Source: an optimization exercise on an open RTL-to-GDS flow (aim: small area, a short achievable clock period and few clock cycles per item). Production flows keep margins and buffers that such runs may drop.
Function was checked by simulation only, so behaviour that the tests miss may differ from the original.
Power and IR drop assume default switching activity.

<file path="config.mk">
export PLATFORM = sky130hd
export DESIGN_NAME = space_to_depth_address_gen_core
export DESIGN_NICKNAME = space_to_depth_address_gen_core
export VERILOG_FILES = /design/flow/design.v
export SDC_FILE = /design/flow/constraint.sdc
export NUM_CORES = 4
export LEC_CHECK = 0
export CAP_MARGIN = 20
export CORE_MARGIN = 2
export CORE_UTILIZATION = 40
export SLEW_MARGIN = 20
</file>
<file path="design.v">
package s2d_pkg;
  localparam int unsigned NUM_REGS       = 5;
  localparam int unsigned REG_IDX_BITS   = 3;
  localparam int unsigned APB_ADDR_BITS  = 5;
  localparam int unsigned APB_DATA_BITS  = 32;
  localparam logic [REG_IDX_BITS-1:0] REG_BATCH    = 3'd0;
  localparam logic [REG_IDX_BITS-1:0] REG_HEIGHT   = 3'd1;
  localparam logic [REG_IDX_BITS-1:0] REG_WIDTH    = 3'd2;
  localparam logic [REG_IDX_BITS-1:0] REG_CHANNELS = 3'd3;
  localparam logic [REG_IDX_BITS-1:0] REG_BLOCK    = 3'd4;
  localparam int unsigned BATCH_REG_BITS = 7;
  localparam int unsigned DIM_REG_BITS   = 13;
  localparam int unsigned BLOCK_REG_BITS = 5;
  localparam int unsigned MAX_BATCH      = 64;
  localparam int unsigned MAX_BLOCK      = 16;
  localparam int unsigned BATCH_IDX_BITS = 6;
  localparam int unsigned REM_BITS       = 4;
  localparam int unsigned SQ_BITS        = 9;
  localparam int unsigned RBASE_BITS     = 8;
  typedef struct packed {
    logic busy;
    logic clear;
  } cfg_stat_t;
endpackage
module s2d_cfg #(
  parameter int unsigned DIM_BITS = 12
) (
  input  logic                                 clk_i,
  input  logic                                 rst_ni,
  input  logic                                 psel,
  input  logic                                 penable,
  input  logic                                 pwrite,
  input  logic [s2d_pkg::APB_ADDR_BITS-1:0]    paddr,
  input  logic [s2d_pkg::APB_DATA_BITS-1:0]    pwdata,
  output logic [s2d_pkg::APB_DATA_BITS-1:0]    prdata,
  output logic                                 pready,
  output s2d_pkg::cfg_stat_t                   stat_o,
  output logic [s2d_pkg::BATCH_REG_BITS-1:0]   nb_o,
  output logic [DIM_BITS:0]                    hh_o,
  output logic [DIM_BITS:0]                    ww_o,
  output logic [DIM_BITS:0]                    cc_o,
  output logic [s2d_pkg::BLOCK_REG_BITS-1:0]   s_o,
  output logic [s2d_pkg::SQ_BITS-1:0]          ss_o,
  output logic [DIM_BITS:0]                    oh_o,
  output logic [DIM_BITS:0]                    ow_o,
  output logic [DIM_BITS+8:0]                  oc_o
);
  localparam int unsigned DW      = DIM_BITS + 1;
  localparam int unsigned OCW     = DW + 8;
  localparam int unsigned CW      = $clog2(DW);
  localparam int unsigned DIM_MAX = 1 << DIM_BITS;
  typedef enum logic [4:0] {
    CFG_IDLE   = 5'b00001,
    CFG_LOAD   = 5'b00010,
    CFG_SQUARE = 5'b00100,
    CFG_DIV_H  = 5'b01000,
    CFG_DIV_W  = 5'b10000
  } cfg_state_e;
  function automatic logic [DW-1:0] clamp_dim(input logic [s2d_pkg::DIM_REG_BITS-1:0] v);
    logic [DW-1:0] r;
    if (v == '0) begin
      r = DW'(1);
    end else if (32'(v) > 32'(DIM_MAX)) begin
      r = DW'(DIM_MAX);
    end else begin
      r = DW'(v);
    end
    clamp_dim = r;
  endfunction
  logic [s2d_pkg::BATCH_REG_BITS-1:0] batch_q;
  logic [s2d_pkg::DIM_REG_BITS-1:0]   height_q, width_q, chan_q;
  logic [s2d_pkg::BLOCK_REG_BITS-1:0] block_q;
  logic [s2d_pkg::REG_IDX_BITS-1:0]   idx;
  logic                      wr_en, hit;
  cfg_state_e                state_q;
  logic [s2d_pkg::BATCH_REG_BITS-1:0] nb_q, nb_eff;
  logic [DW-1:0]             hh_q, ww_q, cc_q, oh_q, ow_q;
  logic [s2d_pkg::BLOCK_REG_BITS-1:0] s_q, s_eff;
  logic [s2d_pkg::SQ_BITS-1:0]        ss_q;
  logic [OCW-1:0]            oc_q;
  logic [DW-1:0]             dvd_q, dvd_d;
  logic [s2d_pkg::REM_BITS-1:0]       rem_q, rem_d;
  logic [CW-1:0]             cnt_q;
  logic [s2d_pkg::REM_BITS:0]         trial;
  logic                      take, div_done;
  assign idx    = paddr[s2d_pkg::APB_ADDR_BITS-1:2];
  assign wr_en  = psel && penable && pwrite;
  assign hit    = idx < s2d_pkg::REG_IDX_BITS'(s2d_pkg::NUM_REGS);
  assign pready = 1'b1;
  always_ff @(posedge clk_i or negedge rst_ni) begin
    if (!rst_ni) begin
      batch_q  <= s2d_pkg::BATCH_REG_BITS'(1);
      height_q <= s2d_pkg::DIM_REG_BITS'(1);
      width_q  <= s2d_pkg::DIM_REG_BITS'(1);
      chan_q   <= s2d_pkg::DIM_REG_BITS'(1);
      block_q  <= s2d_pkg::BLOCK_REG_BITS'(1);
    end else if (wr_en) begin
      unique case (idx)
        s2d_pkg::REG_BATCH:    batch_q  <= pwdata[s2d_pkg::BATCH_REG_BITS-1:0];
        s2d_pkg::REG_HEIGHT:   height_q <= pwdata[s2d_pkg::DIM_REG_BITS-1:0];
        s2d_pkg::REG_WIDTH:    width_q  <= pwdata[s2d_pkg::DIM_REG_BITS-1:0];
        s2d_pkg::REG_CHANNELS: chan_q   <= pwdata[s2d_pkg::DIM_REG_BITS-1:0];
        s2d_pkg::REG_BLOCK:    block_q  <= pwdata[s2d_pkg::BLOCK_REG_BITS-1:0];
        default: ;
      endcase
    end
  end
  always_comb begin
    unique case (idx)
      s2d_pkg::REG_BATCH:    prdata = s2d_pkg::APB_DATA_BITS'(batch_q);
      s2d_pkg::REG_HEIGHT:   prdata = s2d_pkg::APB_DATA_BITS'(height_q);
      s2d_pkg::REG_WIDTH:    prdata = s2d_pkg::APB_DATA_BITS'(width_q);
      s2d_pkg::REG_CHANNELS: prdata = s2d_pkg::APB_DATA_BITS'(chan_q);
      s2d_pkg::REG_BLOCK:    prdata = s2d_pkg::APB_DATA_BITS'(block_q);
      default:      prdata = '0;
    endcase
  end
  always_comb begin
    if (batch_q == '0) begin
      nb_eff = s2d_pkg::BATCH_REG_BITS'(1);
    end else if (batch_q > s2d_pkg::BATCH_REG_BITS'(s2d_pkg::MAX_BATCH)) begin
      nb_eff = s2d_pkg::BATCH_REG_BITS'(s2d_pkg::MAX_BATCH);
    end else begin
      nb_eff = batch_q;
    end
    if (block_q == '0) begin
      s_eff = s2d_pkg::BLOCK_REG_BITS'(1);
    end else if (block_q > s2d_pkg::BLOCK_REG_BITS'(s2d_pkg::MAX_BLOCK)) begin
      s_eff = s2d_pkg::BLOCK_REG_BITS'(s2d_pkg::MAX_BLOCK);
    end else begin
      s_eff = block_q;
    end
  end
  assign trial    = {rem_q, dvd_q[DW-1]};
  assign take     = trial >= (s2d_pkg::REM_BITS+1)'(s_q);
  assign rem_d    = take ? s2d_pkg::REM_BITS'(trial - (s2d_pkg::REM_BITS+1)'(s_q)) : s2d_pkg::REM_BITS'(trial);
  assign dvd_d    = {dvd_q[DW-2:0], take};
  assign div_done = cnt_q == CW'(DW - 1);
  always_ff @(posedge clk_i or negedge rst_ni) begin
    if (!rst_ni) begin
      state_q <= CFG_IDLE;
      nb_q    <= s2d_pkg::BATCH_REG_BITS'(1);
      hh_q    <= DW'(1);
      ww_q    <= DW'(1);
      cc_q    <= DW'(1);
      s_q     <= s2d_pkg::BLOCK_REG_BITS'(1);
      ss_q    <= s2d_pkg::SQ_BITS'(1);
      oc_q    <= OCW'(1);
      oh_q    <= DW'(1);
      ow_q    <= DW'(1);
      dvd_q   <= '0;
      rem_q   <= '0;
      cnt_q   <= '0;
    end else if (wr_en && hit) begin
      state_q <= CFG_LOAD;
    end else begin
      unique case (state_q)
        CFG_IDLE: ;
        CFG_LOAD: begin
          nb_q    <= nb_eff;
          hh_q    <= clamp_dim(height_q);
          ww_q    <= clamp_dim(width_q);
          cc_q    <= clamp_dim(chan_q);
          s_q     <= s_eff;
          ss_q    <= s2d_pkg::SQ_BITS'(s_eff) * s2d_pkg::SQ_BITS'(s_eff);
          dvd_q   <= clamp_dim(height_q);
          rem_q   <= '0;
          cnt_q   <= '0;
          state_q <= CFG_SQUARE;
        end
        CFG_SQUARE: begin
          oc_q    <= OCW'(cc_q) * OCW'(ss_q);
          state_q <= CFG_DIV_H;
        end
        CFG_DIV_H: begin
          if (div_done) begin
            oh_q    <= dvd_d;
            dvd_q   <= ww_q;
            rem_q   <= '0;
            cnt_q   <= '0;
            state_q <= CFG_DIV_W;
          end else begin
            rem_q <= rem_d;
            cnt_q <= cnt_q + CW'(1);
            dvd_q <= dvd_d;
          end
        end
        CFG_DIV_W: begin
          if (div_done) begin
            ow_q    <= dvd_d;
            state_q <= CFG_IDLE;
          end else begin
            rem_q <= rem_d;
            cnt_q <= cnt_q + CW'(1);
            dvd_q <= dvd_d;
          end
        end
        default: state_q <= CFG_IDLE;
      endcase
    end
  end
  assign stat_o.busy  = state_q != CFG_IDLE;
  assign stat_o.clear = wr_en && hit;
  assign nb_o = nb_q;
  assign hh_o = hh_q;
  assign ww_o = ww_q;
  assign cc_o = cc_q;
  assign s_o  = s_q;
  assign ss_o = ss_q;
  assign oh_o = oh_q;
  assign ow_o = ow_q;
  assign oc_o = oc_q;
endmodule
module s2d_front #(
  parameter int unsigned DATA_BITS = 32,
  parameter int unsigned DIM_BITS  = 12
) (
  input  logic                                 clk_i,
  input  logic                                 rst_ni,
  input  s2d_pkg::cfg_stat_t                   stat_i,
  input  logic                                 push_i,
  input  logic [DATA_BITS-1:0]                 value_i,
  input  logic [s2d_pkg::BATCH_REG_BITS-1:0]   nb_i,
  input  logic [DIM_BITS:0]                    hh_i,
  input  logic [DIM_BITS:0]                    ww_i,
  input  logic [DIM_BITS:0]                    cc_i,
  input  logic [s2d_pkg::BLOCK_REG_BITS-1:0]   s_i,
  input  logic [s2d_pkg::SQ_BITS-1:0]          ss_i,
  output logic [DATA_BITS+s2d_pkg::BATCH_IDX_BITS+3*DIM_BITS+10:0] desc_o
);
  localparam int unsigned DW  = DIM_BITS + 1;
  localparam int unsigned EW  = DW + 1;
  localparam int unsigned OCW = DW + 8;
  localparam int unsigned CBW = DIM_BITS + 8;
  logic [s2d_pkg::BATCH_IDX_BITS-1:0] bat_q;
  logic [DIM_BITS-1:0]       row_q, col_q, chn_q, rblk_q, cblk_q;
  logic [s2d_pkg::REM_BITS-1:0]       rrem_q, crem_q;
  logic [CBW-1:0]            cbase_q;
  logic [s2d_pkg::RBASE_BITS-1:0]     rbase_q;
  logic last_c, last_w, last_h, last_n, last;
  logic rwrap, cwrap, in_blk;
  logic [OCW-1:0] choff;
  assign last_c = (DW'(chn_q) + DW'(1)) >= cc_i;
  assign last_w = (DW'(col_q) + DW'(1)) >= ww_i;
  assign last_h = (DW'(row_q) + DW'(1)) >= hh_i;
  assign last_n = (s2d_pkg::BATCH_REG_BITS'(bat_q) + s2d_pkg::BATCH_REG_BITS'(1)) >= nb_i;
  assign last   = last_c && last_w && last_h && last_n;
  assign rwrap = (s2d_pkg::BLOCK_REG_BITS'(rrem_q) + s2d_pkg::BLOCK_REG_BITS'(1)) >= s_i;
  assign cwrap = (s2d_pkg::BLOCK_REG_BITS'(crem_q) + s2d_pkg::BLOCK_REG_BITS'(1)) >= s_i;
  assign in_blk = (EW'(row_q) - EW'(rrem_q) + EW'(s_i) <= EW'(hh_i)) &&
                  (EW'(col_q) - EW'(crem_q) + EW'(s_i) <= EW'(ww_i));
  assign choff = OCW'(cbase_q) + OCW'(rbase_q) + OCW'(crem_q);
  assign desc_o = {value_i, bat_q, rblk_q, cblk_q, choff, in_blk, last};
  always_ff @(posedge clk_i or negedge rst_ni) begin
    if (!rst_ni) begin
      bat_q   <= '0;
      row_q   <= '0;
      col_q   <= '0;
      chn_q   <= '0;
      rrem_q  <= '0;
      crem_q  <= '0;
      rblk_q  <= '0;
      cblk_q  <= '0;
      cbase_q <= '0;
      rbase_q <= '0;
    end else if (stat_i.clear) begin
      bat_q   <= '0;
      row_q   <= '0;
      col_q   <= '0;
      chn_q   <= '0;
      rrem_q  <= '0;
      crem_q  <= '0;
      rblk_q  <= '0;
      cblk_q  <= '0;
      cbase_q <= '0;
      rbase_q <= '0;
    end else if (push_i) begin
      if (!last_c) begin
        chn_q   <= chn_q + DIM_BITS'(1);
        cbase_q <= cbase_q + CBW'(ss_i);
      end else begin
        chn_q   <= '0;
        cbase_q <= '0;
        if (!last_w) begin
          col_q <= col_q + DIM_BITS'(1);
          if (cwrap) begin
            crem_q <= '0;
            cblk_q <= cblk_q + DIM_BITS'(1);
          end else begin
            crem_q <= crem_q + s2d_pkg::REM_BITS'(1);
          end
        end else begin
          col_q  <= '0;
          crem_q <= '0;
          cblk_q <= '0;
          if (!last_h) begin
            row_q <= row_q + DIM_BITS'(1);
            if (rwrap) begin
              rrem_q  <= '0;
              rblk_q  <= rblk_q + DIM_BITS'(1);
              rbase_q <= '0;
            end else begin
              rrem_q  <= rrem_q + s2d_pkg::REM_BITS'(1);
              rbase_q <= rbase_q + s2d_pkg::RBASE_BITS'(s_i);
            end
          end else begin
            row_q   <= '0;
            rrem_q  <= '0;
            rblk_q  <= '0;
            rbase_q <= '0;
            bat_q   <= last_n ? '0 : bat_q + s2d_pkg::BATCH_IDX_BITS'(1);
          end
        end
      end
    end
  end
endmodule
module s2d_fifo #(
  parameter int unsigned WIDTH = 8
) (
  input  logic             clk_i,
  input  logic             rst_ni,
  input  logic             push_i,
  input  logic [WIDTH-1:0] data_i,
  input  logic             pop_i,
  output logic [WIDTH-1:0] data_o,
  output logic             full_o,
  output logic             empty_o
);
  localparam int unsigned DEPTH = 2;
  localparam int unsigned PW    = $clog2(DEPTH);
  localparam int unsigned CW    = $clog2(DEPTH + 1);
  logic [WIDTH-1:0] mem_q [DEPTH];
  logic [PW-1:0]    wr_ptr_q, rd_ptr_q;
  logic [CW-1:0]    cnt_q;
  assign full_o  = cnt_q == CW'(DEPTH);
  assign empty_o = cnt_q == '0;
  assign data_o  = mem_q[rd_ptr_q];
  always_ff @(posedge clk_i) begin
    if (push_i) begin
      mem_q[wr_ptr_q] <= data_i;
    end
  end
  always_ff @(posedge clk_i or negedge rst_ni) begin
    if (!rst_ni) begin
      wr_ptr_q <= '0;
      rd_ptr_q <= '0;
      cnt_q    <= '0;
    end else begin
      if (push_i) begin
        wr_ptr_q <= wr_ptr_q + PW'(1);
      end
      if (pop_i) begin
        rd_ptr_q <= rd_ptr_q + PW'(1);
      end
      case ({push_i, pop_i})
        2'b10:   cnt_q <= cnt_q + CW'(1);
        2'b01:   cnt_q <= cnt_q - CW'(1);
        default: ;
      endcase
    end
  end
endmodule
module s2d_back #(
  parameter int unsigned DATA_BITS = 32,
  parameter int unsigned DIM_BITS  = 12,
  parameter int unsigned ADDR_BITS = 24
) (
  input  logic                   clk_i,
  input  logic                   rst_ni,
  input  logic [DATA_BITS+s2d_pkg::BATCH_IDX_BITS+3*DIM_BITS+10:0] desc_i,
  input  logic                   empty_i,
  output logic                   pop_o,
  input  logic [DIM_BITS:0]      oh_i,
  input  logic [DIM_BITS:0]      ow_i,
  input  logic [DIM_BITS+8:0]    oc_i,
  output logic                   out_valid_o,
  input  logic                   out_ready_i,
  output logic [DATA_BITS-1:0]   out_value_o,
  output logic [ADDR_BITS-1:0]   out_address_o,
  output logic                   in_range_o,
  output logic                   last_element_o
);
  localparam int unsigned DW  = DIM_BITS + 1;
  localparam int unsigned OCW = DW + 8;
  localparam int unsigned PW  = ADDR_BITS + OCW;
  typedef enum logic [3:0] {
    B_IDLE = 4'b0001,
    B_ROW  = 4'b0010,
    B_COL  = 4'b0100,
    B_CHAN = 4'b1000
  } back_state_e;
  logic [DATA_BITS-1:0]      d_value;
  logic [s2d_pkg::BATCH_IDX_BITS-1:0] d_bat;
  logic [DIM_BITS-1:0]       d_rblk, d_cblk;
  logic [OCW-1:0]            d_choff;
  logic                      d_inside, d_last;
  back_state_e               st_q;
  logic [DATA_BITS-1:0]      h_value_q;
  logic [s2d_pkg::BATCH_IDX_BITS-1:0] h_bat_q;
  logic [DIM_BITS-1:0]       h_rblk_q, h_cblk_q;
  logic [OCW-1:0]            h_choff_q;
  logic                      h_inside_q, h_last_q;
  logic [ADDR_BITS-1:0]      acc_q;
  logic [ADDR_BITS-1:0]      mul_a, mul_add, mul_res;
  logic [OCW-1:0]            mul_b;
  logic [PW-1:0]             prod;
  logic                      fire, load;
  logic                      out_valid_q, out_range_q, out_last_q;
  logic [DATA_BITS-1:0]      out_value_q;
  logic [ADDR_BITS-1:0]      out_addr_q;
  assign {d_value, d_bat, d_rblk, d_cblk, d_choff, d_inside, d_last} = desc_i;
  assign fire  = (st_q == B_CHAN) && (!out_valid_q || out_ready_i);
  assign load  = ((st_q == B_IDLE) || fire) && !empty_i;
  assign pop_o = load;
  always_comb begin
    unique case (st_q)
      B_ROW: begin
        mul_a   = ADDR_BITS'(h_bat_q);
        mul_b   = OCW'(oh_i);
        mul_add = ADDR_BITS'(h_rblk_q);
      end
      B_COL: begin
        mul_a   = acc_q;
        mul_b   = OCW'(ow_i);
        mul_add = ADDR_BITS'(h_cblk_q);
      end
      B_CHAN: begin
        mul_a   = acc_q;
        mul_b   = oc_i;
        mul_add = ADDR_BITS'(h_choff_q);
      end
      default: begin
        mul_a   = '0;
        mul_b   = '0;
        mul_add = '0;
      end
    endcase
  end
  assign prod    = PW'(mul_a) * PW'(mul_b);
  assign mul_res = prod[ADDR_BITS-1:0] + mul_add;
  always_ff @(posedge clk_i or negedge rst_ni) begin
    if (!rst_ni) begin
      st_q <= B_IDLE;
    end else begin
      unique case (st_q)
        B_IDLE: if (load) begin
          st_q <= B_ROW;
        end
        B_ROW:  st_q <= B_COL;
        B_COL:  st_q <= B_CHAN;
        B_CHAN: if (fire) begin
          st_q <= load ? B_ROW : B_IDLE;
        end
        default: st_q <= B_IDLE;
      endcase
    end
  end
  always_ff @(posedge clk_i) begin
    if (load) begin
      h_value_q  <= d_value;
      h_bat_q    <= d_bat;
      h_rblk_q   <= d_rblk;
      h_cblk_q   <= d_cblk;
      h_choff_q  <= d_choff;
      h_inside_q <= d_inside;
      h_last_q   <= d_last;
    end
    if (st_q == B_ROW || st_q == B_COL) begin
      acc_q <= mul_res;
    end
    if (fire) begin
      out_value_q <= h_value_q;
      out_addr_q  <= h_inside_q ? mul_res : '0;
      out_range_q <= h_inside_q;
      out_last_q  <= h_last_q;
    end
  end
  always_ff @(posedge clk_i or negedge rst_ni) begin
    if (!rst_ni) begin
      out_valid_q <= 1'b0;
    end else if (fire) begin
      out_valid_q <= 1'b1;
    end else if (out_ready_i) begin
      out_valid_q <= 1'b0;
    end
  end
  assign out_valid_o    = out_valid_q;
  assign out_value_o    = out_value_q;
  assign out_address_o  = out_addr_q;
  assign in_range_o     = out_range_q;
  assign last_element_o = out_last_q;
endmodule
module space_to_depth_address_gen_core #(
  parameter int unsigned DATA_BITS = 32,
  parameter int unsigned DIM_BITS  = 12,
  parameter int unsigned ADDR_BITS = 24
) (
  input  logic                              clk_i,
  input  logic                              rst_ni,
  input  logic                              psel,
  input  logic                              penable,
  input  logic                              pwrite,
  input  logic [s2d_pkg::APB_ADDR_BITS-1:0] paddr,
  input  logic [s2d_pkg::APB_DATA_BITS-1:0] pwdata,
  output logic [s2d_pkg::APB_DATA_BITS-1:0] prdata,
  output logic                              pready,
  input  logic                              in_valid_i,
  output logic                              in_ready_o,
  input  logic [DATA_BITS-1:0]              element_value_i,
  output logic                              out_valid_o,
  input  logic                              out_ready_i,
  output logic [DATA_BITS-1:0]              out_value_o,
  output logic [ADDR_BITS-1:0]              out_address_o,
  output logic                              in_range_o,
  output logic                              last_element_o
);
  localparam int unsigned DESC_W = DATA_BITS + s2d_pkg::BATCH_IDX_BITS + 3 * DIM_BITS + 11;
  s2d_pkg::cfg_stat_t                 stat;
  logic [s2d_pkg::BATCH_REG_BITS-1:0] nb;
  logic [DIM_BITS:0]         hh, ww, cc, oh, ow;
  logic [s2d_pkg::BLOCK_REG_BITS-1:0] s;
  logic [s2d_pkg::SQ_BITS-1:0]        ss;
  logic [DIM_BITS+8:0]       oc;
  logic [DESC_W-1:0]         desc_in, desc_out;
  logic                      push, pop, full, empty;
  assign in_ready_o = !stat.busy && !full;
  assign push       = in_valid_i && in_ready_o;
  s2d_cfg #(
    .DIM_BITS (DIM_BITS)
  ) u_cfg (
    .clk_i   (clk_i),
    .rst_ni  (rst_ni),
    .psel    (psel),
    .penable (penable),
    .pwrite  (pwrite),
    .paddr   (paddr),
    .pwdata  (pwdata),
    .prdata  (prdata),
    .pready  (pready),
    .stat_o  (stat),
    .nb_o    (nb),
    .hh_o    (hh),
    .ww_o    (ww),
    .cc_o    (cc),
    .s_o     (s),
    .ss_o    (ss),
    .oh_o    (oh),
    .ow_o    (ow),
    .oc_o    (oc)
  );
  s2d_front #(
    .DATA_BITS (DATA_BITS),
    .DIM_BITS  (DIM_BITS)
  ) u_front (
    .clk_i   (clk_i),
    .rst_ni  (rst_ni),
    .stat_i  (stat),
    .push_i  (push),
    .value_i (element_value_i),
    .nb_i    (nb),
    .hh_i    (hh),
    .ww_i    (ww),
    .cc_i    (cc),
    .s_i     (s),
    .ss_i    (ss),
    .desc_o  (desc_in)
  );
  s2d_fifo #(
    .WIDTH (DESC_W)
  ) u_fifo (
    .clk_i   (clk_i),
    .rst_ni  (rst_ni),
    .push_i  (push),
    .data_i  (desc_in),
    .pop_i   (pop),
    .data_o  (desc_out),
    .full_o  (full),
    .empty_o (empty)
  );
  s2d_back #(
    .DATA_BITS (DATA_BITS),
    .DIM_BITS  (DIM_BITS),
    .ADDR_BITS (ADDR_BITS)
  ) u_back (
    .clk_i          (clk_i),
    .rst_ni         (rst_ni),
    .desc_i         (desc_out),
    .empty_i        (empty),
    .pop_o          (pop),
    .oh_i           (oh),
    .ow_i           (ow),
    .oc_i           (oc),
    .out_valid_o    (out_valid_o),
    .out_ready_i    (out_ready_i),
    .out_value_o    (out_value_o),
    .out_address_o  (out_address_o),
    .in_range_o     (in_range_o),
    .last_element_o (last_element_o)
  );
endmodule
</file>
<file path="run.sh">
#!/bin/bash
# synth_recipe.tcl (not shown) runs the flow's synth.tcl, then flattens the netlist and writes it again
# the make line also repeats each setting of config.mk as NAME=value (left out here)
make -C /OpenROAD-flow-scripts/flow DESIGN_CONFIG=/design/flow/config.mk WORK_HOME=/design/flow/orfs CLKGATE_MAP_FILE= SYNTH_SCRIPT=/design/flow/synth_recipe.tcl finish
</file>
<file path="constraint.sdc">
create_clock -name core_clock -period 10.0 [get_ports {clk_i}]
set_input_delay 2.0000 -clock core_clock [delete_from_list [all_inputs] [get_ports {clk_i}]]
set_output_delay 2.0000 -clock core_clock [all_outputs]
set_load 0.01 [all_outputs]
</file>
==> impl_metrics.tcl <==
set metrics [dict create \
    outcome "timing/DRC/antenna clean" \
    worstSetupStartpoint "u_back.st_q[2]$_DFFE_PN0P_" \
    layout_setup_ws_ps 1410 \
    post_cts_buffers 0 \
    place_congestion 0.909 \
    worst_pin_slew_ps 1090 \
    post-place-ws_ps 1440 \
    root_buffer "clkbuf_16" \
    hold_viol 0 \
    register_area_um2 17500 \
    htree_levels 3 \
    max_stage_delay_ps 840 \
    die_y_um 331 \
    routed_wl_um 107000 \
    grt_pass1_wl_um 169000 \
    cts_hold_buffers 0 \
    grt_max_degree 164 \
    ys_warn_count 4 \
    routed_via_density 5.27 \
    r2r-start "u_back.st_q[2]$_DFFE_PN0P_" \
    pwr_density_cell_nw_per_um2 195 \
    grt_overflow 0 \
    dp_hpwl_um 79600 \
    top_usage_layer "met2" \
    period_minus_slack_ps 8590 \
    clock_skew_ps 36.9 \
    fin_cells 5520 \
    layout-drive-gt1-share 0.0953 \
    core-area_um2 107000 \
    layout_worst_path_cycle_share 0.859 \
    r2r_slack_ps 1410 \
    critPathCapture "u_back.out_addr_q[23]$_SDFFCE_PN0P_" \
    arrival_ps 9000 \
    syn_avg_cell_area_um2 10.8 \
    path_common_cell "fa_1" \
    ys.flop_type "edfxtp_1" \
    clock_latency_ps 660 \
    synth_area_leaders "edfxtp_1 (24%), dfrtp_1 (16%), fa_1 (14%), ha_1 (8.1%), mux2_2 (4.7%)" \
    cpMaxStageDelayCell "nor4b_4" \
    reg2regPathDepth 25 \
    drt_iter0_drc 1869 \
    drc 0 \
    ys_seq_area_frac 0.408 \
    cts_buffer_depth 3 \
    first_pass_iters 7 \
    cts.sinks 630 \
    p_sw_frac 0.339 \
    r2r_end "u_back.out_addr_q[23]$_SDFFCE_PN0P_" \
    cts_tree "done" \
    dp.cells 5385 \
    initial_core_util 0.402 \
    synthArstFlopShare 0.465 \
    clockPowerShare 0.285 \
    cellLeakagePower_nw 21.3 \
    antenna_left 0 \
    start_kind "flip-flop" \
    crit_fanout 43 \
    tns_ps 0 \
    grt_antenna_before_repair 2 \
    post_drt_wl_per_cell_um 19.3 \
    grt.total_usage 0.196 \
    multiInputGateArea_um2 22900 \
    critPathKind "flip-flop to flip-flop" \
    syn_inst 3970 \
    synth_top_area_cell "edfxtp_1" \
    synth_top_area_frac 0.236 \
    io_buffers 127 \
    use_met3 0.0389 \
    ios 169 \
    slew_viol_final 0 \
    relSlewSlack 0.269 \
    switchingPower_mw 3.18 \
    vias 29108 \
    die_w_um 331 \
    nFillCells 10011 \
    grt.met1_usage 0.267 \
    cap_violations 0 \
    synth_edf_count 337 \
    comb_power_share 0.294 \
    syn_area_um2 42800 \
    area_growth_pct 12.1 \
    ir_drop_mv 0.184 \
    hold-worst-slack_ps 414 \
    internal-power_mw 6.20 \
    worstPathRequired_ps 10400 \
    gr-usage-met2 0.316 \
    dieArea_um2 110000 \
    final_util 0.450 \
    nNetsFinal 4723 \
    setup-violations-final 0 \
    clk_pin_slew_ps 60 \
    ys_types 78 \
    rsz0062_at_grt "false" \
    grt_pass1_vias 29365 \
    ys_ff_latch 630 \
    cts_buffers 73 \
    num_rows 120 \
    cts.repair.resized 0 \
    p_seq_frac 0.420 \
    hp-class "flip-flop to flip-flop" \
    endpoint_kind "flip-flop" \
    fmax_mhz 116 \
]
## final cells by class
class / instances / area share
repair buffers: 179 / 0.0349
clock inverters: 33 / 0.00732
clock buffers: 99 / 0.0424
inverters: 495 / 0.0387
flip-flops and latches: 630 / 0.364
well taps: 1403 / 0.0366
diodes: 2 / 0.000104
multi-input cells: 2679 / 0.476
## cell families after synthesis
family / Yosys count / synth area share
buffers and inverters: 683 / 0.0620
and+or+nand+nor: 1091 / 0.121
DFF: 630 / 0.408
other: 2 / 0.000175
xor gates and xnor gates: 187 / 0.0389
muxes: 190 / 0.0502
AOI/OAI and AO/OA: 596 / 0.0928
adders and majority gates: 591 / 0.227
## routing by layer
metal / vias to the layer above / part of all wire
met5: - / 0
met4: 0 / 0.030
met3: 165 / 0.060
met2: 756 / 0.46
met1: 14510 / 0.45
li1: 13677 / -
## cells in the mapped netlist (all sizes together) (11+ instances only)
cell type,instances
nand3b,18
nand3,116
clkbuf,136
nand2b,31
a211oi,11
mux2,178
fa,310
a21o,61
dfstp,15
o21ai,181
and2,111
a222oi,36
and3,36
o21bai,14
or2,14
buf,52
ha,279
edfxtp,337
inv,494
nor2,239
o21a,12
a22o,39
or3,12
xnor2,128
nand2,381
a22oi,31
dfrtp,278
nand4,15
a21oi,101
nor2b,26
nor4,29
or4,12
xor2,57
o31ai,30
nor3,35
## power by group through the flow
| stage | Sequential (mW) | Combinational [mW] | Clock, mW |
|---|---|---|---|
| 2_1_floorplan | 3.77 | 2.13 | 0 |
| 3_3_place_gp | 3.98 | 2.73 | 0 |
| 3_5_place_dp | 3.99 | 2.77 | 0 |
| 4_1_cts | 3.95 | 2.79 | 2.75 |
| 5_1_grt | 4.01 | 3.14 | 2.84 |
| 6_report | 3.95 | 2.76 | 2.68 |
## sequential cells by signal, indices dropped and copies added (netlist names), 20 cells and up
signal              count
u_back.acc_q           24
u_back.h_choff_q       21
u_back.h_value_q       32
u_back.out_addr_q      24
u_back.out_value_q     32
u_cfg.oc_q             21
u_fifo.mem_q          170
u_front.cbase_q        20
## worst min path at each step
stage / startpoint / endpoint / slack [ps] / cells after the start
CTS: u_back.h_value_q[5]$_DFFE_PP_ / u_back.out_value_q[5]$_DFFE_PP_ / 410 / 0
global placement: u_back.h_value_q[0]$_DFFE_PP_ / u_back.out_value_q[0]$_DFFE_PP_ / 400 / 0
detailed placement: u_back.h_value_q[19]$_DFFE_PP_ / u_back.out_value_q[19]$_DFFE_PP_ / 400 / 0
global route: u_back.h_value_q[9]$_DFFE_PP_ / u_back.out_value_q[9]$_DFFE_PP_ / 420 / 0
floorplan: u_back.h_last_q$_DFFE_PP_ / u_back.out_last_q$_DFFE_PP_ / 400 / 0
finish: u_back.h_value_q[5]$_DFFE_PP_ / u_back.out_value_q[5]$_DFFE_PP_ / 410 / 0
## cells in the final DEF (no fill, tap or decap), types with 25 or more instances in the layout
| cell | instances |
|---|---|
| inv_1 | 494 |
| nand2_1 | 381 |
| edfxtp_1 | 337 |
| fa_1 | 310 |
| ha_1 | 279 |
| dfrtp_1 | 277 |
| nor2_1 | 237 |
| o21ai_0 | 179 |
| mux2_2 | 178 |
| xnor2_1 | 128 |
| clkdlybuf4s50_1 | 126 |
| nand3_1 | 116 |
| and2_1 | 108 |
| a21oi_1 | 99 |
| clkbuf_16 | 74 |
| a21o_1 | 61 |
| xor2_1 | 57 |
| buf_4 | 50 |
| a22o_1 | 39 |
| a222oi_1 | 36 |
| and3_1 | 35 |
| nor3_1 | 34 |
| a22oi_1 | 31 |
| nand2b_1 | 31 |
| o31ai_1 | 30 |
| nor4_1 | 28 |
| nor2b_1 | 25 |
## per-stage QoR
stage          power (mW)  cell area, um2
6_report             9.39           48000
5_1_grt              9.99           48000
4_1_cts              9.49           48000
3_5_place_dp         6.77           45600
3_3_place_gp         6.71           45600
2_1_floorplan        5.90           42900
## critical path, delay by kind of cell, from the launching register on
kind | cells | cell delay (ps)
XOR/XNOR | 1 | 130
adder cells (fa/ha/maj) | 8 | 3630
buffers and inverters | 5 | 700
AO/OA/AOI/OAI | 4 | 1060
flip-flops | 1 | 540
AND/OR/NAND/NOR | 7 | 2290
Testbench counts, summed over its fixed seeds: cycles 161,308, items 52,758.

==> what the ideal ports hide <==
In the flow no input, the clock included, has a driving cell. The finished layout below was timed again as built, in two steps.
Step 1, drivers: a clkbuf_16 drives clk_i and a buf_2 each remaining input, both assumed.
Step 2, shift: input delay + t, output delay - t, t = (earliest + latest rising clock arrival at the registers) / 2. This alone moves slack from input paths to output paths.
Slacks: ideal / step 1 / step 2; pairs: ideal / step 1.
shift t [ns]: 0.710
setup WS [ns]: 1.406 / 1.406 / 1.406
hold WS [ns]: 0.414 / 0.414 / 0.414
latest minus earliest clock arrival (ns): 0.037 / 0.037
cell pins on the clock port's net: 1
After both steps setup and hold are still met in this run. The setup slack of this run moves by 0.000 ns with the drivers and by 0.000 ns with both steps.
